From an optimization exercise on the open Yosys and OpenROAD flow, aimed at small area; shortcuts taken in it are not production practice.
At most, simulation tests tie the RTL to the original design; equivalence was not proved.
For run 1, only the layout was checked, not whether the RTL still works.
No activity file was given, so power comes from the tool's default toggle rates. No driver is modelled on the clock port, so clocking that relies on it looks cheaper here than on a real chip.

<file path="flow/flow/run.sh">
#!/bin/bash
# Standard layout, with port buffers of the smallest buffer and no dummy clock loads.
set -e
export BUFFER_PORTS_ARGS="-buffer_cell sky130_fd_sc_hd__buf_1"
export CTS_ARGS="-sink_clustering_enable -repair_clock_nets -dont_use_dummy_load -sink_clustering_size 16 -sink_clustering_max_diameter 60 -buf_list sky130_fd_sc_hd__clkbuf_8"
bash standard.sh > standard.log 2>&1
</file>
<file path="flow/standard.sh">
#!/bin/bash
# synth_recipe.tcl (not shown) runs the flow's synth.tcl, then flattens the netlist and writes it again
# the make line also repeats each setting of config.mk as NAME=value (left out here)
make -C /OpenROAD-flow-scripts/flow DESIGN_CONFIG=/design/flow/config.mk WORK_HOME=/design/flow/orfs CLKGATE_MAP_FILE= SYNTH_SCRIPT=/design/flow/synth_recipe.tcl "${@:-finish}"
</file>
<file path="flow/config.mk">
export PLATFORM = sky130hd
export DESIGN_NAME = console_buffer
export DESIGN_NICKNAME = console_buffer
export VERILOG_FILES = /design/flow/design.v
export SDC_FILE = /design/flow/constraint.sdc
export NUM_CORES = 4
export LEC_CHECK = 0
export CAP_MARGIN = 20
export CORE_MARGIN = 2
export CORE_UTILIZATION = 60
export CTS_BUF_LIST = sky130_fd_sc_hd__clkbuf_8
export CTS_CLUSTER_DIAMETER = 60
export CTS_CLUSTER_SIZE = 16
export SLEW_MARGIN = 20
export SYNTH_MEMORY_MAX_BITS = 4096
</file>
<file path="flow/constraint.sdc">
create_clock -name core_clock -period 5.0 [get_ports {clk}]
set_input_delay 1.0000 -clock core_clock [delete_from_list [all_inputs] [get_ports {clk}]]
set_output_delay 1.0000 -clock core_clock [all_outputs]
set_load 0.01 [all_outputs]
</file>
<file path="flow/design.v">
package console_geom_pkg;
  localparam int LINE_WIDTH   = 16;   
  localparam int SCREEN_LINES = 4;    
  localparam int FONT_ROWS    = 2;    
  localparam int BUF_LINES    = 16;
  localparam int COL_BITS     = 4;
  localparam int LINE_BITS    = 4;
  localparam int ADDR_BITS    = 8;    
  localparam int MAX_TAB      = 7;    
  typedef logic [LINE_BITS-1:0] line_idx_t;   
  typedef logic [COL_BITS-1:0]  col_idx_t;    
  typedef struct packed {
    line_idx_t line;
    col_idx_t  col;
  } line_col_t;
  typedef union packed {
    logic [ADDR_BITS-1:0] flat;
    line_col_t            lc;
  } buf_addr_u;
endpackage
package console_code_pkg;
  localparam logic [7:0] BS_CODE    = 8'h08;   
  localparam logic [7:0] HT_CODE    = 8'h09;   
  localparam logic [7:0] LF_CODE    = 8'h0A;   
  localparam logic [7:0] CR_CODE    = 8'h0D;   
  localparam logic [7:0] DEL_CODE   = 8'h7F;   
  localparam logic [7:0] CTRL_LIMIT = 8'd32;   
  localparam logic [7:0] BLANK_CHAR = 8'h00;   
  typedef enum logic [2:0] {
    op_print,
    op_backspace,
    op_newline,     
    op_tab
  } write_op_e;
  typedef struct packed {
    write_op_e  op;
    logic [7:0] ch;
  } write_cmd_t;
endpackage
`timescale 1ns/1ns
module char_decoder (
  input  logic       clk,
  input  logic       i_char_stb,
  input  logic [7:0] i_char,
  input  logic       i_alt_func_en,   
  input  logic       i_rdy,           
  output logic       o_keep,          
  output logic       o_cmd_ctrl,      
  output logic [7:0] o_cmd_ch
);
  logic ctrl;    
  always_comb begin
    ctrl   = 1'b0;
    o_keep = 1'b1;
    if (!i_alt_func_en) begin
      ctrl   = (i_char == console_code_pkg::BS_CODE) || (i_char == console_code_pkg::HT_CODE) ||
               (i_char == console_code_pkg::LF_CODE) || (i_char == console_code_pkg::CR_CODE);
      o_keep = !(((i_char < console_code_pkg::CTRL_LIMIT) && !ctrl) ||
                 (i_char == console_code_pkg::DEL_CODE));
    end
  end
  always_ff @(posedge clk) begin
    if (i_rdy) begin
      o_cmd_ch   <= i_char;
      o_cmd_ctrl <= ctrl;
    end
  end
endmodule
`timescale 1ns/1ns
module cursor_writer (
  input  logic       clk,
  input  logic       rst,
  input  logic       i_char_stb,
  input  logic       i_keep,         
  input  logic       i_cmd_ctrl,
  input  logic [7:0] i_cmd_ch,
  input  logic [2:0] i_tab_count,
  input  logic       i_clear_screen_stb,
  input  logic       i_reader_busy,
  output logic       o_rdy,          
  output logic       o_busy,
  output logic       o_we,
  output logic [5:0] o_wr_addr,
  output logic [7:0] o_wr_data,
  output logic [1:0] o_rd_top_row,   
  output logic       o_line_clear    
);
  typedef enum logic [2:0] {
    st_idle,
    st_cmd,
    st_print,
    st_backspace,
    st_pad_line,     
    st_clear_line,   
    st_tab,
    st_clear_all
  } wr_state_e;
  wr_state_e  state;
  logic [3:0] line;     
  logic [3:0] col;
  logic [2:0] tab_cnt;
  logic       clear_req;
  logic       sat;      
  logic       col_last;
  logic       tab_nz;
  logic       new_line;
  logic       col_inc;
  logic       start_clear;
  assign col_last = (col == 4'd15);
  assign tab_nz   = (tab_cnt != 3'd0);
  assign new_line = col_last && ((state == st_print) || (state == st_pad_line) ||
                                 ((state == st_tab) && tab_nz));
  assign col_inc = (state == st_print) || (state == st_pad_line) || (state == st_clear_line) ||
                   ((state == st_tab) && tab_nz) || (state == st_clear_all);
  assign start_clear = (state == st_idle) && clear_req && !i_reader_busy;
  assign o_rdy        = (state == st_idle) && !clear_req;
  assign o_busy       = ((state != st_idle) && (state != st_cmd)) || ((state == st_idle) && clear_req);
  assign o_we         = col_inc || (state == st_backspace);
  assign o_wr_addr    = {line[1:0], col};
  assign o_wr_data    = (state == st_print) ? i_cmd_ch : console_code_pkg::BLANK_CHAR;
  assign o_line_clear = (state == st_clear_line);
  assign o_rd_top_row = !sat ? 2'd0 :
                        ((state == st_clear_line) && (col == 4'd0)) ? line[1:0] : line[1:0] + 2'd1;
  always_ff @(posedge clk) begin
    if (rst) begin
      state     <= st_clear_all;   
      line      <= '0;
      col       <= '0;
      clear_req <= 1'b0;
    end else begin
      if (col_inc) begin
        col <= col + 4'd1;
      end
      if (col_inc && col_last && (state != st_clear_line)) begin
        line <= line + 4'd1;
      end
      case (state)
        st_idle: begin
          if (o_rdy) begin
            if (i_char_stb && i_keep) begin
              state <= st_cmd;
            end
          end else if (start_clear) begin
            clear_req <= 1'b0;
            line      <= '0;
            col       <= '0;
            state     <= st_clear_all;
          end
        end
        st_cmd: begin
          if (!i_cmd_ctrl) begin
            state <= st_print;
          end else begin
            case (i_cmd_ch[2:0])
              3'd0: begin   
                if (col != 4'd0) begin
                  col <= col - 4'd1;
                end
                state <= st_backspace;
              end
              3'd1:    state <= st_tab;
              default: state <= st_pad_line;   
            endcase
          end
        end
        st_print:      state <= st_idle;
        st_backspace:  state <= st_idle;
        st_clear_line: if (col_last) state <= st_idle;
        st_tab:        if (!tab_nz) state <= st_idle;
        st_clear_all:  if ((line == 4'd15) && col_last) state <= st_idle;
        default: ;
      endcase
      if (new_line) begin
        state <= st_clear_line;
      end
      if (i_clear_screen_stb) begin
        clear_req <= 1'b1;
      end
    end
  end
  always_ff @(posedge clk) begin
    if (state == st_cmd) begin
      tab_cnt <= i_tab_count;
    end else if (state == st_tab) begin
      tab_cnt <= tab_cnt - 3'd1;
    end
  end
  always_ff @(posedge clk) begin
    if (rst || (state == st_clear_all)) begin
      sat <= 1'b0;
    end else if (new_line && (line[1:0] == 2'd3)) begin
      sat <= 1'b1;
    end
  end
endmodule
`timescale 1ns/1ns
module char_ram (
  input  logic       clk,
  input  logic       i_we,
  input  logic [5:0] i_wr_addr,
  input  logic [7:0] i_wr_data,
  input  logic [5:0] i_rd_addr,
  output logic [7:0] o_rd_data
);
  logic [7:0]  mem [64];
  always_ff @(posedge clk) if (i_we) mem[i_wr_addr] <= i_wr_data;
  logic [3:0] clo, chi; logic [7:0] grp [16]; logic [7:0] rowd [4];
  always_comb begin
    for (int c = 0; c < 4; c++) clo[c] = (i_rd_addr[1:0] == c[1:0]);
    for (int c = 0; c < 4; c++) chi[c] = (i_rd_addr[3:2] == c[1:0]);
    for (int g = 0; g < 16; g++) begin
      grp[g] = '0;
      for (int c = 0; c < 4; c++) grp[g] |= mem[g*4 + c] & {8{clo[c]}};
    end
    for (int r = 0; r < 4; r++) begin
      rowd[r] = '0;
      for (int c = 0; c < 4; c++) rowd[r] |= grp[r*4 + c] & {8{chi[c]}};
    end
  end
  always_ff @(posedge clk) o_rd_data <= rowd[i_rd_addr[5:4]];
endmodule
`timescale 1ns/1ns
module frame_reader (
  input  logic       clk,
  input  logic       rst,
  input  logic       i_read_frame_stb,
  input  logic       i_char_req_en,   
  input  logic       i_writer_busy,
  input  logic [1:0] i_rd_top_row,   
  input  logic       i_line_clear,    
  output logic       o_busy,
  output logic [5:0] o_rd_addr,      
  output logic       o_char_rdy
);
  typedef enum logic [1:0] {
    rd_idle,
    rd_wait_writer,
    rd_setup,
    rd_request
  } rd_state_e;
  rd_state_e  state;
  logic [6:0] pos;      
  logic       req_hit;
  logic       in_delay;
  logic       rdy_d1;   
  assign in_delay = (state == rd_request) && rdy_d1;
  assign req_hit  = (state == rd_request) && !rdy_d1 && i_char_req_en && !i_line_clear;
  assign o_busy   = (state == rd_setup) || (state == rd_request);
  always_ff @(posedge clk) begin
    if (rst) begin
      state      <= rd_idle;
      rdy_d1     <= 1'b0;
      o_char_rdy <= 1'b0;
    end else begin
      rdy_d1     <= req_hit;
      o_char_rdy <= rdy_d1;
      case (state)
        rd_wait_writer: if (!i_writer_busy) state <= rd_setup;   
        rd_setup:       state <= rd_request;
        rd_request:     if (in_delay && (pos == 7'd127)) state <= rd_idle;   
        default: ;
      endcase
      if (i_read_frame_stb) begin
        state <= rd_wait_writer;   
      end
    end
  end
  always_ff @(posedge clk) begin
    if (state == rd_wait_writer) begin
      pos <= '0;
    end else if (in_delay) begin
      pos <= pos + 7'd1;
    end
  end
  assign o_rd_addr = {i_rd_top_row + pos[6:5], pos[3:0]};
endmodule
`timescale 1ns/1ns
module console_buffer (
  input  logic       clk,
  input  logic       rst,
  input  logic       i_char_stb,
  input  logic [7:0] i_char,
  input  logic       i_alt_func_en,
  input  logic [2:0] i_tab_count,
  input  logic       i_clear_screen_stb,
  output logic       o_wr_char_rdy,
  input  logic       i_read_frame_stb,
  input  logic       i_char_req_en,
  output logic       o_char_rdy,
  output logic [7:0] o_char
);
  logic       keep;
  logic       rdy;
  logic       cmd_ctrl;
  logic [7:0] cmd_ch;
  logic       writer_busy;
  logic       reader_busy;
  logic       we;
  logic [5:0] wr_addr;
  logic [7:0] wr_data;
  logic [5:0] rd_addr;
  logic [1:0] rd_top_row;   
  logic       line_clear;
  char_decoder u_char_decoder (
    .clk(clk),
    .i_char_stb(i_char_stb), .i_char(i_char), .i_alt_func_en(i_alt_func_en),
    .i_rdy(rdy),
    .o_keep(keep), .o_cmd_ctrl(cmd_ctrl), .o_cmd_ch(cmd_ch)
  );
  assign o_wr_char_rdy = rdy;
  cursor_writer u_cursor_writer (
    .clk(clk), .rst(rst),
    .i_char_stb(i_char_stb), .i_keep(keep), .i_cmd_ctrl(cmd_ctrl), .i_cmd_ch(cmd_ch), .i_tab_count(i_tab_count),
    .i_clear_screen_stb(i_clear_screen_stb), .i_reader_busy(reader_busy),
    .o_rdy(rdy), .o_busy(writer_busy), .o_we(we), .o_wr_addr(wr_addr), .o_wr_data(wr_data),
    .o_rd_top_row(rd_top_row), .o_line_clear(line_clear)
  );
  char_ram u_char_ram (
    .clk(clk), .i_we(we), .i_wr_addr(wr_addr), .i_wr_data(wr_data),
    .i_rd_addr(rd_addr), .o_rd_data(o_char)
  );
  frame_reader u_frame_reader (
    .clk(clk), .rst(rst),
    .i_read_frame_stb(i_read_frame_stb), .i_char_req_en(i_char_req_en),
    .i_writer_busy(writer_busy), .i_rd_top_row(rd_top_row), .i_line_clear(line_clear),
    .o_busy(reader_busy), .o_rd_addr(rd_addr), .o_char_rdy(o_char_rdy)
  );
endmodule
</file>
==> flow_metrics.env, run 1 <==
export IMPL_cts_made_buffers=42
export IMPL_rr_startpoint="u_cursor_writer.state[0]"
export IMPL_place_port_buffers=27
export IMPL_netlist_instances=1322
export IMPL_r2r_end="u_char_ram.o_rd_data[6]"
export IMPL_cp_startpoint="u_cursor_writer.state[0]"
export IMPL_path_depth=8
export IMPL_hold_class="flip-flop to flip-flop"
export IMPL_worstSetupPathType="flip-flop to flip-flop"
export IMPL_drtIter0Drc=1340
export IMPL_ir_worst_vdd_uv=234.3
export IMPL_route_detailed_drc=0
export IMPL_finalNetCount=1358
export IMPL_cts_root_buffer="clkbuf_8"
export IMPL_grtUsageTotal=0.2885
export IMPL_die_h_microns=192.7
export IMPL_cts_sinks=556
export IMPL_worstSetupEndpoint="u_char_ram.o_rd_data[6]"
export IMPL_stdcell_area_sq_mm=0.02247
export IMPL_drive_above_1_share=0.07477
export IMPL_finalClockSkew_ns=0.04499
export IMPL_final_setup_tns_ns=0
export IMPL_routed_wl_microns=52300
export IMPL_slew_headroom=0.2744
export IMPL_firstDrtPassIters=6
export IMPL_crit_chain="and3b_1 > nand3_1 > and3b_1 > ha_1 > o21ai_0 > a311o_1 > mux2_2 > a22o_1"
export IMPL_drv_cap=0
export IMPL_required_ns=5.47
export IMPL_arrival_ns=4.07
export IMPL_period_minus_slack_ns=3.595
export IMPL_cp_start_kind="flip-flop"
export IMPL_slew_viol_final=0
export IMPL_syn_area_sq_mm=0.02137
export IMPL_wl_per_cell_microns=29.29
export IMPL_cts_tree="yes"
export IMPL_ys_async_sr_fraction=0
export IMPL_post_route_period_util=0.7189
export IMPL_insertion_delay_ns=0.61
export IMPL_h_tree_depth=2
export IMPL_grt_overflow_total=0
export IMPL_grt_first_pass_wirelength_microns=77200
export IMPL_cp_max_fo=19
export IMPL_clockBufferDepth=3
export IMPL_status="no timing/DRC/antenna violations"
export IMPL_place_area_sq_mm=0.02189
export IMPL_antenna_found_initial=2
export IMPL_critPathMostFrequentCell="and3b_1"
export IMPL_yosys_warnings=6
export IMPL_rsz0062_at_grt="false"
export IMPL_r2r_setup_slack_ns=1.41
export IMPL_area_growth_pct=5.159
export IMPL_start_util=0.6052
export IMPL_grt_pass1_vias=11679
export IMPL_fin_util=0.6364
export IMPL_cpPeakStageDelay_ns=0.87
export IMPL_fmax_mhz=278.2
export IMPL_yosys_cell_types_count=55
export IMPL_die_w_microns=192.7
export IMPL_crit_family="adder cells"
export IMPL_synth_nets=1354
export IMPL_final_setup_viol_count=0
export IMPL_end_kind="flip-flop"
export IMPL_fillers=2569
export IMPL_die_area_sq_mm=0.03714
export IMPL_ios=28
export IMPL_ys_seq_area_frac=0.7664
export IMPL_ys_seq_elements=556
export IMPL_r2r_cells=8
export IMPL_postRouteAntennaNets=0
export IMPL_path_buf_inv=0
export IMPL_hold_viol=0
export IMPL_vias_per_cell=6.786
export IMPL_core_area_sq_mm=0.03531
export IMPL_crit_slowest_cell="ha_1"
export IMPL_syn_area_per_cell_sq_um=16.16
export IMPL_p_leak_nw=6.733
export IMPL_postCtsSetupRepairBufs=0
export IMPL_ys_flop_type="edfxtp_1"
export IMPL_globalplace_congestion=0.8670
export IMPL_grt_max_degree=76
export IMPL_placementRows=69
export IMPL_cts_hold_buf=0
export IMPL_max_slew_worst_pin_slew_ns=1.088
export IMPL_power_density_mw_per_mm2=366.7
export IMPL_cts_resized=0
export IMPL_vias=12120
export IMPL_hpwl_microns=30970
export IMPL_clk_pin_slew_ns=0.09
export IMPL_synth_edf_count=524
==> layout by cell type, fill, tap and decap left out, types with 27 or more instances in the layout <==
master	synthesis	routed
a22o_1	37	37
edfxtp_1	524	524
a21oi_1	97	97
a221oi_1	35	35
clkbuf_8	0	42
nand2_1	34	33
a22oi_1	184	184
buf_1	13	27
nor2_1	82	82
dfxtp_1	32	32
==> how the worst min path moves through the flow <==
stage | start | cells after the start | slack, ns | endpoint
after floorplan | u_frame_reader.pos[5] | 2 | 0.48 | u_frame_reader.pos[5]
after global placement | u_frame_reader.pos[5] | 2 | 0.50 | u_frame_reader.pos[5]
after detailed placement | u_frame_reader.pos[5] | 2 | 0.51 | u_frame_reader.pos[5]
after CTS | u_frame_reader.pos[5] | 2 | 0.53 | u_frame_reader.pos[5]
after global routing | u_char_decoder.o_cmd_ch[6] | 1 | 0.56 | u_char_ram.mem[43][6]
final | u_frame_reader.pos[5] | 2 | 0.53 | u_frame_reader.pos[5]
==> cell families after synthesis <==
| logic type | after synthesis | share of synthesized area |
|---|---|---|
| multiplexers | 21 | 0.01481 |
| AO/OA/AOI/OAI | 406 | 0.1353 |
| buffers and inverters | 104 | 0.02325 |
| flip-flops | 556 | 0.7664 |
| adder cells (fa/ha/maj) | 14 | 0.008198 |
| AND/OR/NAND/NOR | 215 | 0.04930 |
| XOR/XNOR | 6 | 0.002811 |
==> cell type report <==
class	instances	area, sq um	share of cell area
clock buffers	42	578.1	0.02573
well taps	461	576.8	0.02567
flip-flops and latches	556	16380	0.7288
diodes	1	2.502	0.0001114
repair buffers	46	294.0	0.01309
multi-input cells	662	4576	0.2036
inverters	18	67.56	0.003007
==> power by group <==
group	total (W)	switching (W)	leakage [nW]	internal (W)
Combinational	0.000718	0.000517	1.54	0.000201
Clock	0.00210	0.00134	0.302	0.000756
Sequential	0.00543	0.000118	4.89	0.00531
Total	0.00824	0.00197	6.73	0.00627
==> per-stage QoR <==
stage	hold slack [ns]	setup slack, ns	total power (W)	cells
2_1_floorplan	0.4816	2.007	0.005923	1322
3_3_place_gp	0.4995	1.483	0.006229	1743
3_5_place_dp	0.5118	1.505	0.006242	1743
4_1_cts	0.5276	1.469	0.008264	1785
5_1_grt	0.5628	1.250	0.008512	1785
6_report	0.5262	1.405	0.008240	1786
==> Yosys cell counts, types with 20 or more instances <==
| master | count | area, sq um |
|---|---|---|
| nor4_1 | 21 | 131.4 |
| dfxtp_1 | 32 | 640.6 |
| buf_2 | 40 | 200.2 |
| nand3_1 | 20 | 100.1 |
| clkbuf_1 | 21 | 78.83 |
| a21oi_1 | 97 | 485.5 |
| nand2_1 | 34 | 127.6 |
| a221oi_1 | 35 | 306.5 |
| a22oi_1 | 184 | 1381 |
| nor2_1 | 82 | 307.8 |
| a22o_1 | 37 | 324.1 |
| edfxtp_1 | 524 | 15740 |
==> worst register-to-register path: cells and delay by family (launching register included) <==
| kind | cells | cell delay, ns |
|---|---|---|
| adders and majority gates | 1 | 0.87 |
| muxes | 1 | 0.30 |
| AOI/OAI and AO/OA | 3 | 0.86 |
| and+or+nand+nor | 3 | 0.74 |
| DFF | 1 | 0.71 |
==> per-layer routing <==
| metal | GRT usage | part of all wire |
|---|---|---|
| met1 | 0.4178 | 0.41 |
| met4 | 0.07810 | 0.023 |
| met5 | 0 | 0 |
| met3 | 0.05965 | 0.085 |
| met2 | 0.4502 | 0.48 |
==> flip-flops by register name, indices dropped and copies added (netlist names), 2 cells and up <==
name / cells
u_cursor_writer.tab_cnt: 3
u_cursor_writer.col: 4
u_char_ram.o_rd_data: 8
u_frame_reader.pos: 7
u_char_decoder.o_cmd_ch: 8
u_frame_reader.state: 2
u_cursor_writer.state: 3
u_cursor_writer.line: 4
u_char_ram.mem: 512
==> run 2, diff against run 1 <==
--- a/flow/design.v
+++ b/flow/design.v
@@ -204,10 +204,11 @@
 );
   logic [7:0]  mem [64];
   always_ff @(posedge clk) if (i_we) mem[i_wr_addr] <= i_wr_data;
-  logic [3:0] clo, chi; logic [7:0] grp [16]; logic [7:0] rowd [4];
+  logic [3:0] clo, chi, rs; logic [7:0] grp [16]; logic [7:0] rowd [4]; logic [7:0] rd;
   always_comb begin
     for (int c = 0; c < 4; c++) clo[c] = (i_rd_addr[1:0] == c[1:0]);
     for (int c = 0; c < 4; c++) chi[c] = (i_rd_addr[3:2] == c[1:0]);
+    for (int c = 0; c < 4; c++) rs[c]  = (i_rd_addr[5:4] == c[1:0]);
     for (int g = 0; g < 16; g++) begin
       grp[g] = '0;
       for (int c = 0; c < 4; c++) grp[g] |= mem[g*4 + c] & {8{clo[c]}};
@@ -216,8 +217,10 @@
       rowd[r] = '0;
       for (int c = 0; c < 4; c++) rowd[r] |= grp[r*4 + c] & {8{chi[c]}};
     end
+    rd = '0;
+    for (int r = 0; r < 4; r++) rd |= rowd[r] & {8{rs[r]}};
   end
-  always_ff @(posedge clk) o_rd_data <= rowd[i_rd_addr[5:4]];
+  always_ff @(posedge clk) o_rd_data <= rd;
 endmodule
 `timescale 1ns/1ns
 module frame_reader (
==> run 2 against run 1 <==
  * Clock skew fell by 0.012 ns
  * Total power rose by 0.34%
  * Flip-flop and latch count did not move
  * Hold slack improved by 0.00093 ns
  * First-iteration DRC count rose by 15%
  * Cell count fell by 0.39%
  * Critical endpoint is now u_char_ram.mem[19][5]
  * Largest power group unchanged
==> flow_metrics.env, run 2 <==
export IMPL_grt_max_degree=73
export IMPL_cp_start_kind="flip-flop"
export IMPL_core_area_sq_mm=0.03471
export IMPL_stdcell_area_sq_mm=0.02238
export IMPL_crit_chain="nor2_1 > a31oi_1 > nand4_1 > nor2_1"
export IMPL_ys_async_sr_fraction=0
export IMPL_cts_root_buffer="clkbuf_8"
export IMPL_place_area_sq_mm=0.02181
export IMPL_final_common_cell="edfxtp_1"
export IMPL_insertion_delay_ns=0.60
export IMPL_end_kind="flip-flop"
export IMPL_die_h_microns=192.0
export IMPL_required_ns=5.22
export IMPL_postRouteAntennaNets=0
export IMPL_firstDrtPassIters=5
export IMPL_mostFrequentLayoutCells="524 x edfxtp_1, 136 x a22oi_1, 85 x nor2_1, 69 x a21oi_1, 66 x a221oi_1"
export IMPL_cp_max_fo=21
export IMPL_cts_resized=0
export IMPL_yosys_cell_types_count=56
export IMPL_slew_headroom=0.3069
export IMPL_seqCellArea_sq_mm=0.01638
export IMPL_final_setup_viol_count=0
export IMPL_cts_hold_buf=0
export IMPL_top_regs="u_char_ram.mem x512, u_char_decoder.o_cmd_ch x8, u_char_ram.o_rd_data x8"
export IMPL_postCtsSetupRepairBufs=0
export IMPL_worstSetupPathType="flip-flop to flip-flop"
export IMPL_fin_util=0.6448
export IMPL_status="no timing/DRC/antenna violations"
export IMPL_fmax_mhz=272.4
export IMPL_final_setup_tns_ns=0
export IMPL_synth_nets=1355
export IMPL_cts_sinks=556
export IMPL_antenna_found_initial=0
export IMPL_syn_area_sq_mm=0.02121
export IMPL_whs_ns=0.5271
export IMPL_critPathMostFrequentCell="nor2_1"
export IMPL_arrival_ns=3.89
export IMPL_cts_made_buffers=42
export IMPL_power_density_mw_per_mm2=369.4
export IMPL_place_port_buffers=27
export IMPL_grtUsageTotal=0.2828
export IMPL_die_area_sq_mm=0.03688
export IMPL_yosysMostFrequentCell="edfxtp_1"
export IMPL_drv_cap=0
export IMPL_ys_flop_type="edfxtp_1"
export IMPL_synth_top_cell_area_share=0.7418
export IMPL_drive_above_1_share=0.06420
export IMPL_vias_per_cell=6.863
export IMPL_ys_seq_area_frac=0.7720
export IMPL_routed_wl_microns=51310
export IMPL_antennaDiodeCount=0
export IMPL_period_minus_slack_ns=3.671
export IMPL_post_route_period_util=0.7341
export IMPL_globalplace_congestion=0.8355
export IMPL_drtIter0Drc=1544
export IMPL_cpPeakStageDelay_ns=0.94
export IMPL_p_leak_nw=6.746
export IMPL_hpwl_microns=30660
export IMPL_finalNetCount=1358
export IMPL_r2r_cells=4
export IMPL_crit_slowest_cell="nand4_1"
export IMPL_synth_top_cell_by_area="edfxtp_1"
export IMPL_finalClockSkew_ns=0.03270
export IMPL_hold_viol=0
export IMPL_placementRows=68
export IMPL_ys_seq_elements=556
export IMPL_hold_path_depth=2
export IMPL_route_detailed_drc=0
export IMPL_hold_class="flip-flop to flip-flop"
export IMPL_netlist_instances=1323
export IMPL_grt_pass1_vias=11687
export IMPL_clk_pin_slew_ns=0.10
export IMPL_grt_overflow_total=0
export IMPL_multi_input_area_sq_mm=0.004509
export IMPL_slew_viol_final=0
export IMPL_largest_register="u_char_ram.mem"
export IMPL_yosys_warnings=6
export IMPL_max_slew_worst_pin_slew_ns=1.040
export IMPL_ir_worst_vdd_uv=294.9
export IMPL_dp_slack_ns=1.369
export IMPL_clockBufferDepth=3
export IMPL_cts_tree="yes"
export IMPL_netlist_top_cells_count="524 x edfxtp_1, 136 x a22oi_1, 85 x nor2_1"
export IMPL_area_growth_pct=5.521
export IMPL_largest_reg_flops=512
export IMPL_r2r_setup_slack_ns=1.33
export IMPL_synth_edf_count=524
export IMPL_fillers=2509
export IMPL_grt_first_pass_wirelength_microns=75630
export IMPL_die_w_microns=192.0
export IMPL_wl_per_cell_microns=28.84
export IMPL_start_util=0.6111
export IMPL_syn_area_per_cell_sq_um=16.03
export IMPL_vias=12210
export IMPL_h_tree_depth=2
export IMPL_layout_setup_ws_ns=1.329
export IMPL_ios=28
export IMPL_synth_area_leaders="edfxtp_1 74%, a22oi_1 4.8%, dfxtp_1 3.0%"
export IMPL_rsz0062_at_grt="false"
run 2: critical path, delay by kind of cell (launching register included):
kind,cells,cell delay (ns)
AO/OA/AOI/OAI,1,0.60
AND/OR/NAND/NOR,3,1.99
flip-flops,1,0.73
run 2: worst paths after layout:
kind,from,to
max reg2reg,u_cursor_writer.state[1],u_char_ram.mem[19][5]
min reg2reg,u_frame_reader.pos[4],u_frame_reader.pos[4]
min,u_frame_reader.pos[4],u_frame_reader.pos[4]
max,u_cursor_writer.state[1],u_char_ram.mem[19][5]
run 2: area by class of cell:
cell class | instances | area share
clock buffers | 42 | 0.02582
multi-input cells | 661 | 0.2015
well taps | 455 | 0.02543
inverters | 16 | 0.002683
flip-flops and latches | 556 | 0.7316
repair buffers | 49 | 0.01302
run 2: where the power goes:
| part | leakage [nW] | switching [W] | internal (W) |
|---|---|---|---|
| Clock | 0.302 | 0.00133 | 0.000756 |
| Combinational | 1.52 | 0.000543 | 0.000190 |
| Sequential | 4.92 | 0.000133 | 0.00532 |
run 2: cell families (layout without fill, tap and decap cells):
logic type | Yosys count | count (layout) | share of synthesized area
muxes | 6 | 6 | 0.002949
adders and majority gates | 14 | 14 | 0.008258
AOI/OAI and AO/OA | 405 | 405 | 0.1404
DFF | 556 | 556 | 0.7720
buffers and inverters | 106 | 107 | 0.01970
and+or+nand+nor | 227 | 227 | 0.05267
xor gates and xnor gates | 9 | 9 | 0.004070
run 2: per-layer routing:
| layer | share of wire | global-route usage |
|---|---|---|
| met1 | 0.42 | 0.4230 |
| met3 | 0.074 | 0.03490 |
| met2 | 0.48 | 0.4486 |
| met5 | 0 | 0 |
| met4 | 0.024 | 0.07193 |
run 2: metrics by stage:
stage	cells	total power, W
floorplan	1323	0.005939
global placement	1737	0.006246
detailed placement	1737	0.006270
CTS	1779	0.008288
global route	1779	0.008537
finish	1779	0.008268
==> run 3, diff against run 2 <==
==> flow/config.mk (replaced) <==
export PLATFORM = sky130hd
export DESIGN_NAME = console_buffer
export DESIGN_NICKNAME = console_buffer
export VERILOG_FILES = /design/flow/design.v
export SDC_FILE = /design/flow/constraint.sdc
export NUM_CORES = 4
export LEC_CHECK = 0
export CAP_MARGIN = 5
export CORE_MARGIN = 2
export CORE_UTILIZATION = 60
export SLEW_MARGIN = 5
export SYNTH_MEMORY_MAX_BITS = 4096
==> run 3 against run 2 <==
  * Still clean on timing, DRC and antenna
  * Sequential share of layout area increased by 0.057 points
  * Non-clock buffer count is the same
  * Critical path depth stayed put
  * Global-route usage grew 0.23 points
  * Critical path type unchanged
  * Largest power group unchanged
  * Highest routed layer unchanged
==> flow_metrics.env, run 3 <==
export IMPL_status="no timing/DRC/antenna violations"
export IMPL_fmax_mhz=277.3
export IMPL_power_density_mw_per_mm2=370.1
export IMPL_final_setup_tns_ns=0
export IMPL_grt_max_degree=73
export IMPL_area_growth_pct=5.438
export IMPL_synth_top_cell_by_area="edfxtp_1"
export IMPL_postRouteAntennaNets=0
export IMPL_postCtsSetupRepairBufs=0
export IMPL_synth_edf_count=524
export IMPL_clk_pin_slew_ns=0.10
export IMPL_post_route_period_util=0.7212
export IMPL_ir_worst_vdd_uv=293.9
export IMPL_clockBufferDepth=3
export IMPL_top_regs="u_char_ram.mem x512, u_char_decoder.o_cmd_ch x8, u_char_ram.o_rd_data x8"
export IMPL_place_port_buffers=27
export IMPL_yosys_warnings=6
export IMPL_antenna_found_initial=0
export IMPL_ys_seq_elements=556
export IMPL_grt_pass1_vias=11584
export IMPL_ys_flop_type="edfxtp_1"
export IMPL_start_util=0.6111
export IMPL_final_setup_viol_count=0
export IMPL_h_tree_depth=2
export IMPL_ys_seq_area_frac=0.7720
export IMPL_route_detailed_drc=0
export IMPL_p_leak_nw=6.740
export IMPL_routed_wl_microns=51480
export IMPL_wl_per_cell_microns=28.94
export IMPL_end_kind="flip-flop"
export IMPL_placementRows=68
export IMPL_hold_class="flip-flop to flip-flop"
export IMPL_fillers=2479
export IMPL_final_common_cell="edfxtp_1"
export IMPL_max_slew_worst_pin_slew_ns=1.207
export IMPL_insertion_delay_ns=0.64
export IMPL_grtUsageTotal=0.2851
export IMPL_synth_top_cell_area_share=0.7418
export IMPL_synth_nets=1355
export IMPL_vias=12165
export IMPL_worstSetupPathType="flip-flop to flip-flop"
export IMPL_largest_reg_flops=512
export IMPL_netlist_instances=1323
export IMPL_slew_viol_final=0
export IMPL_core_area_sq_mm=0.03471
export IMPL_ios=28
export IMPL_period_minus_slack_ns=3.606
export IMPL_die_h_microns=192.0
export IMPL_cp_max_fo=21
export IMPL_cts_sinks=556
export IMPL_drive_above_1_share=0.06420
export IMPL_grt_first_pass_wirelength_microns=75500
export IMPL_yosysMostFrequentCell="edfxtp_1"
export IMPL_power_total_w=0.008278
export IMPL_die_area_sq_mm=0.03688
export IMPL_cts_made_buffers=42
export IMPL_synth_area_leaders="edfxtp_1 74%, a22oi_1 4.8%, dfxtp_1 3.0%"
export IMPL_antennaDiodeCount=0
export IMPL_cts_root_buffer="clkbuf_8"
export IMPL_finalClockSkew_ns=0.04538
export IMPL_grt_overflow_total=0
export IMPL_hold_viol=0
export IMPL_cp_start_kind="flip-flop"
export IMPL_globalplace_congestion=0.8355
export IMPL_largest_register="u_char_ram.mem"
export IMPL_syn_area_per_cell_sq_um=16.03
export IMPL_drtIter0Drc=1457
export IMPL_arrival_ns=3.86
export IMPL_die_w_microns=192.0
export IMPL_rsz0062_at_grt="false"
export IMPL_cts_hold_buf=0
export IMPL_netlist_top_cells_count="524 x edfxtp_1, 136 x a22oi_1, 85 x nor2_1"
export IMPL_hpwl_microns=30730
export IMPL_ys_async_sr_fraction=0
export IMPL_mostFrequentLayoutCells="524 x edfxtp_1, 136 x a22oi_1, 85 x nor2_1, 69 x a21oi_1, 66 x a221oi_1"
export IMPL_syn_area_sq_mm=0.02121
export IMPL_drv_cap=0
export IMPL_cts_tree="yes"
export IMPL_cts_resized=0
export IMPL_yosys_cell_types_count=56
export IMPL_vias_per_cell=6.838
export IMPL_finalNetCount=1358
export IMPL_required_ns=5.25
export IMPL_firstDrtPassIters=6
export IMPL_slew_headroom=0.1884
-- run 3: cell count changes in the layout (fill, tap and decap cells not counted) --
| cell | previous run | this run |
|---|---|---|
| nor4_2 | 0 | 2 |
| nor4_4 | 2 | 0 |
-- run 3: power breakdown --
part	switching, W	internal [W]
combinational	0.000532	0.000189
sequential	0.000129	0.00532
clock	0.00135	0.000756
total	0.00202	0.00626
-- run 3: path summary, 6_finish.rpt --
kind | slack, ns | end | startpoint | cells past startpoint
worst max-delay path | 1.39 | u_char_ram.mem[19][2] | u_cursor_writer.state[1] | 4
worst min-delay path | 0.52 | u_frame_reader.pos[4] | u_frame_reader.pos[4] | 2
worst max register to register | 1.39 | u_char_ram.mem[19][2] | u_cursor_writer.state[1] | 4
worst min register to register | 0.52 | u_frame_reader.pos[4] | u_frame_reader.pos[4] | 2
-- run 3: metal layers --
metal	vias to the layer above	global-route usage	share of wire
met3	82	0.04184	0.075
met1	6163	0.4201	0.43
li1	5358	-	-
met2	562	0.4404	0.47
met4	0	0.1007	0.030
met5	-	0	0
-- run 3: metrics by stage --
| stage | setup slack (ns) | hold WS (ns) | util | cells | cell area [sq um] |
|---|---|---|---|---|---|
| floorplan | 2.116 | 0.4793 | - | 1323 | 21210 |
| CTS | 1.407 | 0.5206 | 0.6443 | 1779 | 22370 |
| finish | 1.394 | 0.5242 | 0.6443 | 1779 | 22370 |
| global placement | 1.585 | 0.4946 | 0.6277 | 1737 | 21790 |
| detailed placement | 1.441 | 0.5131 | 0.6277 | 1737 | 21790 |
| global route | 1.119 | 0.5519 | 0.6443 | 1779 | 22370 |
-- run 3: worst max-delay path, cell delays in order (launching register included) --
cell     delay (ns)
dfxtp_1        0.73
nor2_1         0.16
a31oi_1        0.61
nand4_1        0.88
nor2_1         0.86
-- run 3: cell families after synthesis --
| logic type | Yosys count | share of synthesized area |
|---|---|---|
| flip-flops | 556 | 0.7720 |
| adder cells (fa/ha/maj) | 14 | 0.008258 |
| AND/OR/NAND/NOR | 227 | 0.05267 |
| XOR/XNOR | 9 | 0.004070 |
| buffers and inverters | 106 | 0.01970 |
| multiplexers | 6 | 0.002949 |
| AO/OA/AOI/OAI | 405 | 0.1404 |
-- run 3: final cells by class --
cell class	count	area [sq um]	share of cell area
Timing Repair Buffer	49	291.5	0.01303
Tap cell	455	569.3	0.02545
Multi-Input combinational cell	661	4492	0.2008
Sequential cell	556	16380	0.7322
Inverter	16	60.06	0.002685
Clock buffer	42	578.1	0.02584
==> run 4, diff against run 3 <==
==> flow/flow/run.sh (replaced) <==
#!/bin/bash
# Standard layout, with port buffers of the smallest buffer and no dummy clock loads.
set -e
export BUFFER_PORTS_ARGS="-buffer_cell sky130_fd_sc_hd__buf_1"
export CTS_ARGS="-sink_clustering_enable -repair_clock_nets -dont_use_dummy_load -sink_clustering_size 30 -sink_clustering_max_diameter 50 -buf_list sky130_fd_sc_hd__clkbuf_16"
bash standard.sh > standard.log 2>&1
--- a/flow/config.mk
+++ b/flow/config.mk
@@ -5,8 +5,11 @@
 export SDC_FILE = /design/flow/constraint.sdc
 export NUM_CORES = 4
 export LEC_CHECK = 0
-export CAP_MARGIN = 5
+export CAP_MARGIN = 20
 export CORE_MARGIN = 2
 export CORE_UTILIZATION = 60
-export SLEW_MARGIN = 5
+export CTS_BUF_LIST = sky130_fd_sc_hd__clkbuf_8
+export CTS_CLUSTER_DIAMETER = 60
+export CTS_CLUSTER_SIZE = 16
+export SLEW_MARGIN = 20
 export SYNTH_MEMORY_MAX_BITS = 4096
==> run 4 against run 3 <==
  * Sequential share of layout area is 1.7 points lower
  * Area after synthesis stayed put
  * Synthesized cell count did not move
  * Worst setup slack worse by 0.075 ns
==> flow_metrics.env, run 4 <==
export IMPL_synth_nets=1355
export IMPL_yosys_warnings=6
export IMPL_die_w_microns=192.0
export IMPL_worstSetupEndpoint="u_char_ram.mem[19][2]"
export IMPL_cpPeakStageDelay_ns=0.93
export IMPL_drtIter0Drc=1501
export IMPL_postRouteAntennaNets=0
export IMPL_cp_start_kind="flip-flop"
export IMPL_dp_cells=1737
export IMPL_r2r_end="u_char_ram.mem[19][2]"
export IMPL_route_detailed_drc=0
export IMPL_netlist_top_cells_count="524 x edfxtp_1, 136 x a22oi_1, 85 x nor2_1"
export IMPL_switching_share=0.2304
export IMPL_wl_per_cell_microns=28.80
export IMPL_place_port_buffers=27
export IMPL_min_from="u_cursor_writer.line[3]"
export IMPL_vias_per_cell=6.859
export IMPL_placementRows=68
export IMPL_cts_hold_buf=0
export IMPL_power_total_w=0.009175
export IMPL_fillers=2448
export IMPL_worstSetupPathType="flip-flop to flip-flop"
export IMPL_core_area_sq_mm=0.03471
export IMPL_h_tree_depth=2
export IMPL_synth_top_cell_area_share=0.7418
export IMPL_netlist_instances=1323
export IMPL_ys_seq_elements=556
export IMPL_area_growth_pct=7.998
export IMPL_hold_class="flip-flop to flip-flop"
export IMPL_pwr_share_clk=0.326
export IMPL_fmax_mhz=271.7
export IMPL_grtUsageTotal=0.2836
export IMPL_start_util=0.6111
export IMPL_finalClockSkew_ns=0.05237
export IMPL_ys_flop_type="edfxtp_1"
export IMPL_place_area_sq_mm=0.02181
export IMPL_whs_ns=0.5208
export IMPL_max_slew_worst_pin_slew_ns=1.083
export IMPL_cts_root_buffer="clkbuf_16"
export IMPL_vias=12222
export IMPL_hold_viol=0
export IMPL_period_minus_slack_ns=3.681
export IMPL_postCtsSetupRepairBufs=0
export IMPL_drive_above_1_share=0.06561
export IMPL_cp_max_fo=21
export IMPL_routed_wl_microns=51320
export IMPL_cts_resized=0
export IMPL_stdcell_area_sq_mm=0.02291
export IMPL_drv_cap=0
export IMPL_cp_startpoint="u_cursor_writer.state[1]"
export IMPL_die_area_sq_mm=0.03688
export IMPL_final_common_cell="edfxtp_1"
export IMPL_synth_area_leaders="edfxtp_1 74%, a22oi_1 4.8%, dfxtp_1 3.0%"
export IMPL_grt_pass1_vias=11780
export IMPL_slew_headroom=0.2782
export IMPL_seqPwrFrac=0.595
export IMPL_slew_viol_final=0
export IMPL_rr_startpoint="u_cursor_writer.state[1]"
export IMPL_critPathMostFrequentCell="nor2_1"
export IMPL_largest_register="u_char_ram.mem"
export IMPL_p_int_w=0.007061
export IMPL_yosys_cell_types_count=56
export IMPL_rsz0062_at_grt="false"
export IMPL_firstDrtPassIters=5
export IMPL_finalNetCount=1360
export IMPL_globalplace_congestion=0.8355
export IMPL_syn_area_sq_mm=0.02121
export IMPL_power_density_mw_per_mm2=400.5
export IMPL_ir_worst_vdd_uv=325.5
export IMPL_final_setup_tns_ns=0
export IMPL_yosysMostFrequentCell="edfxtp_1"
export IMPL_arrival_ns=3.85
export IMPL_post_route_period_util=0.7362
export IMPL_synth_edf_count=524
export IMPL_insertion_delay_ns=0.56
export IMPL_finalNonFillerCells=1782
export IMPL_required_ns=5.17
export IMPL_ys_async_sr_fraction=0
export IMPL_p_leak_nw=6.986
export IMPL_grt_first_pass_wirelength_microns=75470
export IMPL_die_h_microns=192.0
export IMPL_ios=28
export IMPL_power_switching_w=0.002114
export IMPL_end_kind="flip-flop"
export IMPL_mostFrequentLayoutCells="524 x edfxtp_1, 136 x a22oi_1, 85 x nor2_1, 69 x a21oi_1, 66 x a221oi_1"
export IMPL_r2r_cells=4
export IMPL_final_setup_viol_count=0
export IMPL_hpwl_microns=30660
export IMPL_top_regs="u_char_ram.mem x512, u_char_decoder.o_cmd_ch x8, u_char_ram.o_rd_data x8"
export IMPL_cts_made_buffers=44
export IMPL_largest_reg_flops=512
export IMPL_crit_slowest_cell="nand4_1"
export IMPL_crit_chain="nor2_1 > a31oi_1 > nand4_1 > nor2_1"
export IMPL_ys_seq_area_frac=0.7720
export IMPL_status="no timing/DRC/antenna violations"
export IMPL_grt_max_degree=73
export IMPL_grt_overflow_total=0
export IMPL_clk_pin_slew_ns=0.07
export IMPL_syn_area_per_cell_sq_um=16.03
export IMPL_antenna_found_initial=0
export IMPL_cts_tree="yes"
export IMPL_cts_sinks=556
export IMPL_synth_top_cell_by_area="edfxtp_1"
export IMPL_clockBufferDepth=3
export IMPL_pwr_share_comb=0.080
export IMPL_r2r_setup_slack_ns=1.32
[run 4: cell counts after synthesis]
Identical to the previous run, type by type.
[run 4: cells by family after synthesis]
logic type,after synthesis,synth area share
compound gates,405,0.1404
simple gates,227,0.05267
buf+inv,106,0.01970
mux,6,0.002949
fa+ha+maj,14,0.008258
xor+xnor,9,0.004070
flops,556,0.7720
[run 4: worst max-delay path, delay by kind of cell (launching register included)]
| family | cells | cell delay (ns) |
|---|---|---|
| AND/OR/NAND/NOR | 3 | 1.98 |
| flip-flops | 1 | 0.72 |
| AO/OA/AOI/OAI | 1 | 0.61 |
[run 4: layout make-up]
type | instances | area, sq um | area share
diodes | 1 | 2.502 | 0.0001092
clock buffers | 44 | 1101 | 0.04806
inverters | 16 | 60.06 | 0.002622
multi-input cells | 661 | 4509 | 0.1968
flip-flops and latches | 556 | 16380 | 0.7148
well taps | 455 | 569.3 | 0.02485
repair buffers | 49 | 291.5 | 0.01273
[run 4: through the flow]
| stage | setup slack [ns] | utilization |
|---|---|---|
| 2_1_floorplan | 2.116 | - |
| 3_3_place_gp | 1.585 | 0.6277 |
| 3_5_place_dp | 1.369 | 0.6282 |
| 4_1_cts | 1.409 | 0.6599 |
| 5_1_grt | 1.159 | 0.6599 |
| 6_report | 1.319 | 0.6600 |
[run 4: power by group through the flow]
stage	Sequential (W)	Combinational [W]	Clock, W
3_3_place_gp	0.00554	0.000703	0
4_1_cts	0.00545	0.000722	0.00302
5_1_grt	0.00547	0.000792	0.00319
6_report	0.00545	0.000730	0.00299
2_1_floorplan	0.00548	0.000457	0
3_5_place_dp	0.00555	0.000719	0
[run 4: how the worst min path moves through the flow]
stage / endpoint / cells after the start / slack [ns]
detailed placement: u_cursor_writer.line[3] / 2 / 0.51
global route: u_frame_reader.pos[4] / 2 / 0.55
floorplan: u_frame_reader.pos[4] / 2 / 0.48
global placement: u_frame_reader.pos[4] / 2 / 0.49
finish: u_cursor_writer.line[3] / 2 / 0.52
CTS: u_frame_reader.pos[4] / 2 / 0.52
[run 4: layer usage]
metal,GRT usage,part of all wire
met5,0,0
met2,0.4408,0.47
met1,0.4189,0.42
met3,0.04075,0.077
met4,0.09425,0.032
==> run 5, diff against run 4 <==
==> flow/flow/run.sh (replaced) <==
#!/bin/bash
# Standard layout, with port buffers of the smallest buffer and no dummy clock loads.
set -e
export BUFFER_PORTS_ARGS="-buffer_cell sky130_fd_sc_hd__buf_1"
export CTS_ARGS="-sink_clustering_enable -repair_clock_nets -dont_use_dummy_load -sink_clustering_size 20 -sink_clustering_max_diameter 45 -buf_list sky130_fd_sc_hd__clkbuf_8"
bash standard.sh > standard.log 2>&1
==> run 5 against run 4 <==
  * Design area down 1.9%
  * Combinational power about the same
  * Non-clock buffer count unchanged
  * Critical path type unchanged
==> flow_metrics.env, run 5 <==
export IMPL_yosys_cell_types_count=56
export IMPL_hold_class="flip-flop to flip-flop"
export IMPL_arrival_ns=3.95
export IMPL_synth_edf_count=524
export IMPL_multi_input_area_sq_mm=0.004509
export IMPL_drive_above_1_share=0.06842
export IMPL_drv_cap=0
export IMPL_ys_flop_type="edfxtp_1"
export IMPL_grt_pass1_vias=11786
export IMPL_cts_resized=0
export IMPL_fmax_mhz=268.4
export IMPL_rsz0062_at_grt="false"
export IMPL_final_setup_tns_ns=0
export IMPL_slew_viol_final=0
export IMPL_cts_root_buffer="clkbuf_8"
export IMPL_netlist_instances=1323
export IMPL_p_leak_nw=6.789
export IMPL_cts_tree="yes"
export IMPL_seqCellArea_sq_mm=0.01638
export IMPL_stdcell_area_sq_mm=0.02247
export IMPL_grt_overflow_total=0
export IMPL_cpPeakStageDelay_ns=0.94
export IMPL_synth_top_cell_area_share=0.7418
export IMPL_top_regs="u_char_ram.mem x512, u_char_decoder.o_cmd_ch x8, u_char_ram.o_rd_data x8"
export IMPL_insertion_delay_ns=0.62
export IMPL_drtIter0Drc=1508
export IMPL_r2r_setup_slack_ns=1.27
export IMPL_vias_per_cell=6.785
export IMPL_clk_pin_slew_ns=0.07
export IMPL_path_buf_inv=0
export IMPL_netlist_top_cells_count="524 x edfxtp_1, 136 x a22oi_1, 85 x nor2_1"
export IMPL_antenna_found_initial=0
export IMPL_cp_max_fo=21
export IMPL_syn_area_per_cell_sq_um=16.03
export IMPL_path_depth=4
export IMPL_r2r_cells=4
export IMPL_ys_async_sr_fraction=0
export IMPL_ys_seq_area_frac=0.7720
export IMPL_area_growth_pct=5.910
export IMPL_crit_family="simple AND/OR/NAND/NOR gates"
export IMPL_power_density_mw_per_mm2=373.1
export IMPL_crit_slowest_cell="nand4_1"
export IMPL_critPathMostFrequentCell="nor2_1"
export IMPL_slew_headroom=0.2898
export IMPL_final_common_cell="edfxtp_1"
export IMPL_syn_area_sq_mm=0.02121
export IMPL_r2r_end="u_char_ram.mem[43][6]"
export IMPL_fillers=2513
export IMPL_status="no timing/DRC/antenna violations"
export IMPL_final_setup_viol_count=0
export IMPL_post_route_period_util=0.7452
export IMPL_placementRows=68
export IMPL_hold_viol=0
export IMPL_wl_per_cell_microns=28.64
export IMPL_grt_first_pass_wirelength_microns=75480
export IMPL_cp_startpoint="u_cursor_writer.state[1]"
export IMPL_worstSetupEndpoint="u_char_ram.mem[43][6]"
export IMPL_cts_made_buffers=48
export IMPL_yosysMostFrequentCell="edfxtp_1"
export IMPL_vias=12112
export IMPL_cp_start_kind="flip-flop"
export IMPL_h_tree_depth=2
export IMPL_start_util=0.6111
export IMPL_globalplace_congestion=0.8355
export IMPL_synth_top_cell_by_area="edfxtp_1"
export IMPL_ios=28
export IMPL_antennaDiodeCount=0
export IMPL_largest_register="u_char_ram.mem"
export IMPL_max_slew_worst_pin_slew_ns=1.065
export IMPL_crit_chain="nor2_1 > a31oi_1 > nand4_1 > nor2_1"
export IMPL_hpwl_microns=30660
export IMPL_largest_reg_flops=512
export IMPL_finalNetCount=1364
export IMPL_synth_nets=1355
export IMPL_finalClockSkew_ns=0.06582
export IMPL_routed_wl_microns=51120
export IMPL_place_port_buffers=27
export IMPL_ys_seq_elements=556
export IMPL_grtUsageTotal=0.2823
export IMPL_period_minus_slack_ns=3.726
export IMPL_firstDrtPassIters=5
export IMPL_yosys_warnings=6
export IMPL_place_area_sq_mm=0.02181
export IMPL_synth_area_leaders="edfxtp_1 74%, a22oi_1 4.8%, dfxtp_1 3.0%"
export IMPL_die_h_microns=192.0
export IMPL_postRouteAntennaNets=0
export IMPL_core_area_sq_mm=0.03471
export IMPL_rr_startpoint="u_cursor_writer.state[1]"
export IMPL_grt_max_degree=73
export IMPL_ir_worst_vdd_uv=302.1
export IMPL_required_ns=5.22
export IMPL_cts_sinks=556
export IMPL_clockBufferDepth=3
export IMPL_worstSetupPathType="flip-flop to flip-flop"
export IMPL_mostFrequentLayoutCells="524 x edfxtp_1, 136 x a22oi_1, 85 x nor2_1, 69 x a21oi_1, 66 x a221oi_1"
export IMPL_end_kind="flip-flop"
export IMPL_die_w_microns=192.0
export IMPL_route_detailed_drc=0
export IMPL_postCtsSetupRepairBufs=0
export IMPL_die_area_sq_mm=0.03688
export IMPL_cts_hold_buf=0
run 5: cell counts after synthesis:
No cell type changed its count.
run 5: where the power goes:
group / total, W / internal [W] / switching (W)
sequential: 0.00545 / 0.00532 / 0.000133
combinational: 0.000727 / 0.000190 / 0.000538
clock: 0.00220 / 0.000856 / 0.00135
total: 0.00838 / 0.00636 / 0.00202
run 5: final cells by class:
class                   instances  area share
multi-input cells             661      0.2007
clock buffers                  48     0.02941
well taps                     455     0.02534
flip-flops and latches        556      0.7289
repair buffers                 49     0.01298
inverters                      16    0.002673
run 5: per-stage QoR:
step | hold slack, ns | cells | total power (W) | setup WS [ns] | utilization
6_report | 0.5198 | 1785 | 0.008383 | 1.274 | 0.6472
5_1_grt | 0.5539 | 1785 | 0.008650 | 1.101 | 0.6472
4_1_cts | 0.5237 | 1785 | 0.008403 | 1.359 | 0.6472
3_5_place_dp | 0.5053 | 1737 | 0.006270 | 1.369 | 0.6282
3_3_place_gp | 0.4946 | 1737 | 0.006246 | 1.585 | 0.6277
2_1_floorplan | 0.4793 | 1323 | 0.005939 | 2.116 | -
run 5: worst min-delay path: cells and delay by family (launching register included):
family / cells / cell delay, ns
DFF: 1 / 0.34
and+or+nand+nor: 1 / 0.07
xor gates and xnor gates: 1 / 0.07
run 5: logic make-up (layout without fill, tap and decap cells):
family	count (synthesis)	count (layout)	synth area share
muxes	6	6	0.002949
buffers and inverters	106	113	0.01970
AOI/OAI and AO/OA	405	405	0.1404
xor gates and xnor gates	9	9	0.004070
adders and majority gates	14	14	0.008258
DFF	556	556	0.7720
and+or+nand+nor	227	227	0.05267
run 5: layer usage:
layer	share of wire	global-route usage	vias up
met2	0.47	0.4475	519
met1	0.43	0.4164	6143
met3	0.066	0.03691	85
met4	0.028	0.08221	0
met5	0	0	-
li1	-	-	5365
run 5: worst min path at each step:
stage | from | to | cells past startpoint
5_1_grt | u_frame_reader.pos[4] | u_frame_reader.pos[4] | 2
6_report | u_cursor_writer.line[3] | u_cursor_writer.line[3] | 2
4_1_cts | u_frame_reader.pos[4] | u_frame_reader.pos[4] | 2
3_3_place_gp | u_frame_reader.pos[4] | u_frame_reader.pos[4] | 2
2_1_floorplan | u_frame_reader.pos[4] | u_frame_reader.pos[4] | 2
3_5_place_dp | u_cursor_writer.line[3] | u_cursor_writer.line[3] | 2
==> run 6, diff against run 5 <==
--- a/flow/design.v
+++ b/flow/design.v
@@ -61,10 +61,12 @@
   end
   always_ff @(posedge clk) begin
     if (i_rdy) begin
-      o_cmd_ch   <= i_char;
-      o_cmd_ctrl <= ctrl;
+      o_cmd_ch <= i_char;
     end
   end
+  always_ff @(posedge clk) begin
+    o_cmd_ctrl <= ctrl;
+  end
 endmodule
 `timescale 1ns/1ns
 module cursor_writer (
@@ -181,7 +183,7 @@
   always_ff @(posedge clk) begin
     if (state == st_cmd) begin
       tab_cnt <= i_tab_count;
-    end else if (state == st_tab) begin
+    end else begin
       tab_cnt <= tab_cnt - 3'd1;
     end
   end
@@ -197,30 +199,43 @@
 module char_ram (
   input  logic       clk,
   input  logic       i_we,
-  input  logic [5:0] i_wr_addr,
+  input  logic [5:0] i_wr_addr,   
   input  logic [7:0] i_wr_data,
   input  logic [5:0] i_rd_addr,
   output logic [7:0] o_rd_data
 );
-  logic [7:0]  mem [64];
-  always_ff @(posedge clk) if (i_we) mem[i_wr_addr] <= i_wr_data;
-  logic [3:0] clo, chi, rs; logic [7:0] grp [16]; logic [7:0] rowd [4]; logic [7:0] rd;
+  logic [7:0] mem [64];
+  logic [3:0] col_lo;    
+  logic [3:0] col_hi;    
+  logic [3:0] row;       
+  logic [7:0] quad [16];
+  logic [7:0] line [4];
+  logic [7:0] rd;
+  always_ff @(posedge clk) begin
+    if (i_we) begin
+      mem[i_wr_addr] <= i_wr_data;
+    end
+  end
   always_comb begin
-    for (int c = 0; c < 4; c++) clo[c] = (i_rd_addr[1:0] == c[1:0]);
-    for (int c = 0; c < 4; c++) chi[c] = (i_rd_addr[3:2] == c[1:0]);
-    for (int c = 0; c < 4; c++) rs[c]  = (i_rd_addr[5:4] == c[1:0]);
-    for (int g = 0; g < 16; g++) begin
-      grp[g] = '0;
-      for (int c = 0; c < 4; c++) grp[g] |= mem[g*4 + c] & {8{clo[c]}};
+    for (int i = 0; i < 4; i++) begin
+      col_lo[i] = (i_rd_addr[1:0] == i[1:0]);
+      col_hi[i] = (i_rd_addr[3:2] == i[1:0]);
+      row[i]    = (i_rd_addr[5:4] == i[1:0]);
+    end
+    for (int q = 0; q < 16; q++) begin
+      quad[q] = '0;
+      for (int i = 0; i < 4; i++) quad[q] |= mem[q*4 + i] & {8{col_lo[i]}};
     end
     for (int r = 0; r < 4; r++) begin
-      rowd[r] = '0;
-      for (int c = 0; c < 4; c++) rowd[r] |= grp[r*4 + c] & {8{chi[c]}};
+      line[r] = '0;
+      for (int i = 0; i < 4; i++) line[r] |= quad[r*4 + i] & {8{col_hi[i]}};
     end
     rd = '0;
-    for (int r = 0; r < 4; r++) rd |= rowd[r] & {8{rs[r]}};
+    for (int r = 0; r < 4; r++) rd |= line[r] & {8{row[r]}};
+  end
+  always_ff @(posedge clk) begin
+    o_rd_data <= rd;
   end
-  always_ff @(posedge clk) o_rd_data <= rd;
 endmodule
 `timescale 1ns/1ns
 module frame_reader (
==> flow/flow/run.sh (replaced) <==
#!/bin/bash
# Standard layout, with port buffers of the smallest buffer and no dummy clock loads.
set -e
export BUFFER_PORTS_ARGS="-buffer_cell sky130_fd_sc_hd__buf_1"
export CTS_ARGS="-sink_clustering_enable -repair_clock_nets -dont_use_dummy_load -sink_clustering_size 32 -sink_clustering_max_diameter 100 -buf_list sky130_fd_sc_hd__clkbuf_16"
bash standard.sh > standard.log 2>&1
==> run 6 against run 5 <==
  * Area after synthesis is 0.29% lower
  * Maximum frequency rose by 12%
  * Via count barely moved
  * Still clean
==> flow_metrics.env, run 6 <==
export IMPL_hpwl_microns=31260
export IMPL_cp_max_fo=8
export IMPL_ys_async_sr_fraction=0
export IMPL_ios=28
export IMPL_antenna_found_initial=2
export IMPL_synth_edf_count=520
export IMPL_grtUsageTotal=0.2832
export IMPL_top_regs="u_char_ram.mem x512, u_char_decoder.o_cmd_ch x8, u_char_ram.o_rd_data x8"
export IMPL_cts_resized=0
export IMPL_core_area_sq_mm=0.03463
export IMPL_cpPeakStageDelay_ns=0.81
export IMPL_finalClockSkew_ns=0.05303
export IMPL_max_slew_worst_pin_slew_ns=1.101
export IMPL_wl_per_cell_microns=29.44
export IMPL_syn_area_per_cell_sq_um=16.13
export IMPL_seqCellArea_sq_mm=0.01634
export IMPL_cts_tree="yes"
export IMPL_cts_root_buffer="clkbuf_16"
export IMPL_synth_top_cell_by_area="edfxtp_1"
export IMPL_ir_worst_vdd_uv=296.9
export IMPL_ys_seq_elements=556
export IMPL_post_route_period_util=0.6646
export IMPL_die_h_microns=191.8
export IMPL_end_kind="flip-flop"
export IMPL_start_util=0.6108
export IMPL_firstDrtPassIters=7
export IMPL_p_leak_nw=7.159
export IMPL_crit_slowest_cell="nor2_1"
export IMPL_final_setup_tns_ns=0
export IMPL_multi_input_area_sq_mm=0.004476
export IMPL_whs_ns=0.4343
export IMPL_postRouteAntennaNets=0
export IMPL_fmax_mhz=300.9
export IMPL_synth_nets=1343
export IMPL_synth_area_leaders="edfxtp_1 74%, a22oi_1 4.9%, dfxtp_1 3.4%"
export IMPL_hold_viol=0
export IMPL_crit_family="simple AND/OR/NAND/NOR gates"
export IMPL_final_setup_viol_count=0
export IMPL_drive_above_1_share=0.04954
export IMPL_insertion_delay_ns=0.57
export IMPL_netlist_top_cells_count="520 x edfxtp_1, 138 x a22oi_1, 91 x nor2_1"
export IMPL_slew_headroom=0.2659
export IMPL_drtIter0Drc=1464
export IMPL_status="no timing/DRC/antenna violations"
export IMPL_crit_chain="inv_1 > ha_1 > ha_1 > nand4b_1 > nor3b_1 > nand3_1 > nor2_1"
export IMPL_slew_viol_final=0
export IMPL_route_detailed_drc=0
export IMPL_netlist_instances=1311
export IMPL_die_area_sq_mm=0.03677
export IMPL_finalNetCount=1326
export IMPL_hold_class="flip-flop to flip-flop"
export IMPL_routed_wl_microns=51460
export IMPL_fillers=2460
export IMPL_path_buf_inv=1
export IMPL_die_w_microns=191.8
export IMPL_required_ns=5.20
export IMPL_rsz0062_at_grt="false"
export IMPL_cts_sinks=556
export IMPL_yosys_warnings=6
export IMPL_power_density_mw_per_mm2=369.0
export IMPL_largest_reg_flops=512
export IMPL_vias_per_cell=6.926
export IMPL_period_minus_slack_ns=3.323
export IMPL_dp_slack_ns=1.716
export IMPL_placementRows=68
export IMPL_synth_top_cell_area_share=0.7383
export IMPL_clockBufferDepth=3
export IMPL_postCtsSetupRepairBufs=0
export IMPL_grt_pass1_vias=11482
export IMPL_place_port_buffers=27
export IMPL_final_common_cell="edfxtp_1"
export IMPL_area_growth_pct=5.147
export IMPL_cts_hold_buf=0
export IMPL_mostFrequentLayoutCells="520 x edfxtp_1, 138 x a22oi_1, 91 x nor2_1, 61 x a22o_1, 60 x a221oi_1"
export IMPL_largest_register="u_char_ram.mem"
export IMPL_grt_first_pass_wirelength_microns=75200
export IMPL_grt_max_degree=77
export IMPL_yosys_cell_types_count=53
export IMPL_ys_flop_type="edfxtp_1"
export IMPL_grt_overflow_total=0
export IMPL_critPathMostFrequentCell="ha_1"
export IMPL_cp_start_kind="flip-flop"
export IMPL_h_tree_depth=1
export IMPL_worstSetupPathType="flip-flop to flip-flop"
export IMPL_syn_area_sq_mm=0.02115
export IMPL_arrival_ns=3.53
export IMPL_vias=12107
export IMPL_yosysMostFrequentCell="edfxtp_1"
export IMPL_layout_setup_ws_ns=1.677
export IMPL_globalplace_congestion=0.8197
export IMPL_ys_seq_area_frac=0.7724
export IMPL_drv_cap=0
export IMPL_cts_made_buffers=21
export IMPL_clk_pin_slew_ns=0.11
==> run 6: cell count changes in the layout (fill, tap and decap cells not counted), sizes merged, moves of 10 or more <==
cell | previous run | this run
a21oi | 69 | 56
a22o | 48 | 61
a32oi | 1 | 20
clkbuf | 48 | 21
nand2 | 41 | 27
nand3 | 22 | 32
o21ai | 16 | 28
==> run 6: area by class of cell <==
cell class	instances	area share
diodes	1	0.0001125
clock buffers	21	0.02363
inverters	15	0.002532
multi-input cells	655	0.2012
flip-flops and latches	556	0.7346
well taps	455	0.02560
repair buffers	45	0.01232
==> run 6: metal layers <==
layer / GRT usage / part of all wire / vias to the layer above
li1: - / - / 5251
met1: 0.4234 / 0.42 / 6177
met2: 0.4346 / 0.47 / 602
met3: 0.04751 / 0.083 / 77
met4: 0.08195 / 0.028 / 0
met5: 0 / 0 / -
==> run 6: logic make-up (layout without fill, tap and decap cells) <==
kind of cell,count (synthesis),count (layout),synth area share
AOI/OAI and AO/OA,402,402,0.1403
xor gates and xnor gates,10,10,0.004496
adders and majority gates,14,14,0.008282
buffers and inverters,100,81,0.01905
DFF,556,556,0.7724
muxes,10,10,0.005324
other,0,1,0
and+or+nand+nor,219,219,0.05022
==> run 6: worst paths after layout <==
kind,start,to,cells past startpoint,slack (ns)
min,u_cursor_writer.tab_cnt[0],u_cursor_writer.tab_cnt[0],1,0.43
min reg2reg,u_cursor_writer.tab_cnt[0],u_cursor_writer.tab_cnt[0],1,0.43
max reg2reg,u_cursor_writer.tab_cnt[0],u_char_ram.mem[7][5],7,1.68
max,u_cursor_writer.tab_cnt[0],u_char_ram.mem[7][5],7,1.68
==> run 6: power by group <==
part | switching [W] | internal (W)
clock network | 0.00129 | 0.000763
logic | 0.000524 | 0.000208
registers | 0.000124 | 0.00529
total | 0.00194 | 0.00627
==> run 6: metrics by stage <==
stage | cells | area (sq um) | utilization | total power, W
floorplan | 1311 | 21150 | - | 0.005919
global placement | 1726 | 21710 | 0.6269 | 0.006227
detailed placement | 1726 | 21710 | 0.6269 | 0.006244
CTS | 1747 | 22240 | 0.6421 | 0.008220
global route | 1747 | 22240 | 0.6421 | 0.008435
finish | 1748 | 22240 | 0.6422 | 0.008207

[what the ideal ports hide]
The flow's constraints put no driver on any port. The routed layouts listed below were extracted and timed again, unchanged, in two steps. Step 1: set_driving_cell puts a clkbuf_16 on clk and a buf_2 on each other input, an assumption about the parent block. Step 2 also shifts input and output timing later by t, the mid clock arrival at the registers, as if the neighbouring blocks saw the same clock. Three values: ideal ports, drivers, drivers and shift; two values: the first two.
| run | shift t [ns] | slack for setup (ns) | latest minus earliest clock arrival (ns) | worst register clock-pin slew, ns |
|---|---|---|---|---|
| run 1 | 0.639 | 1.405 / 1.405 / 1.405 | 0.045 / 0.045 | 0.10 / 0.10 |
| run 2 | 0.631 | 1.329 / 1.329 / 1.329 | 0.033 / 0.033 | 0.11 / 0.11 |
| run 3 | 0.663 | 1.394 / 1.394 / 1.394 | 0.046 / 0.046 | 0.10 / 0.10 |
| run 4 | 0.592 | 1.319 / 1.319 / 1.319 | 0.052 / 0.052 | 0.08 / 0.08 |
| run 5 | 0.635 | 1.274 / 1.274 / 1.274 | 0.066 / 0.066 | 0.11 / 0.11 |
| run 6 | 0.597 | 1.677 / 1.677 / 1.677 | 0.053 / 0.053 | 0.12 / 0.12 |
After both steps setup and hold are still met in every run listed.
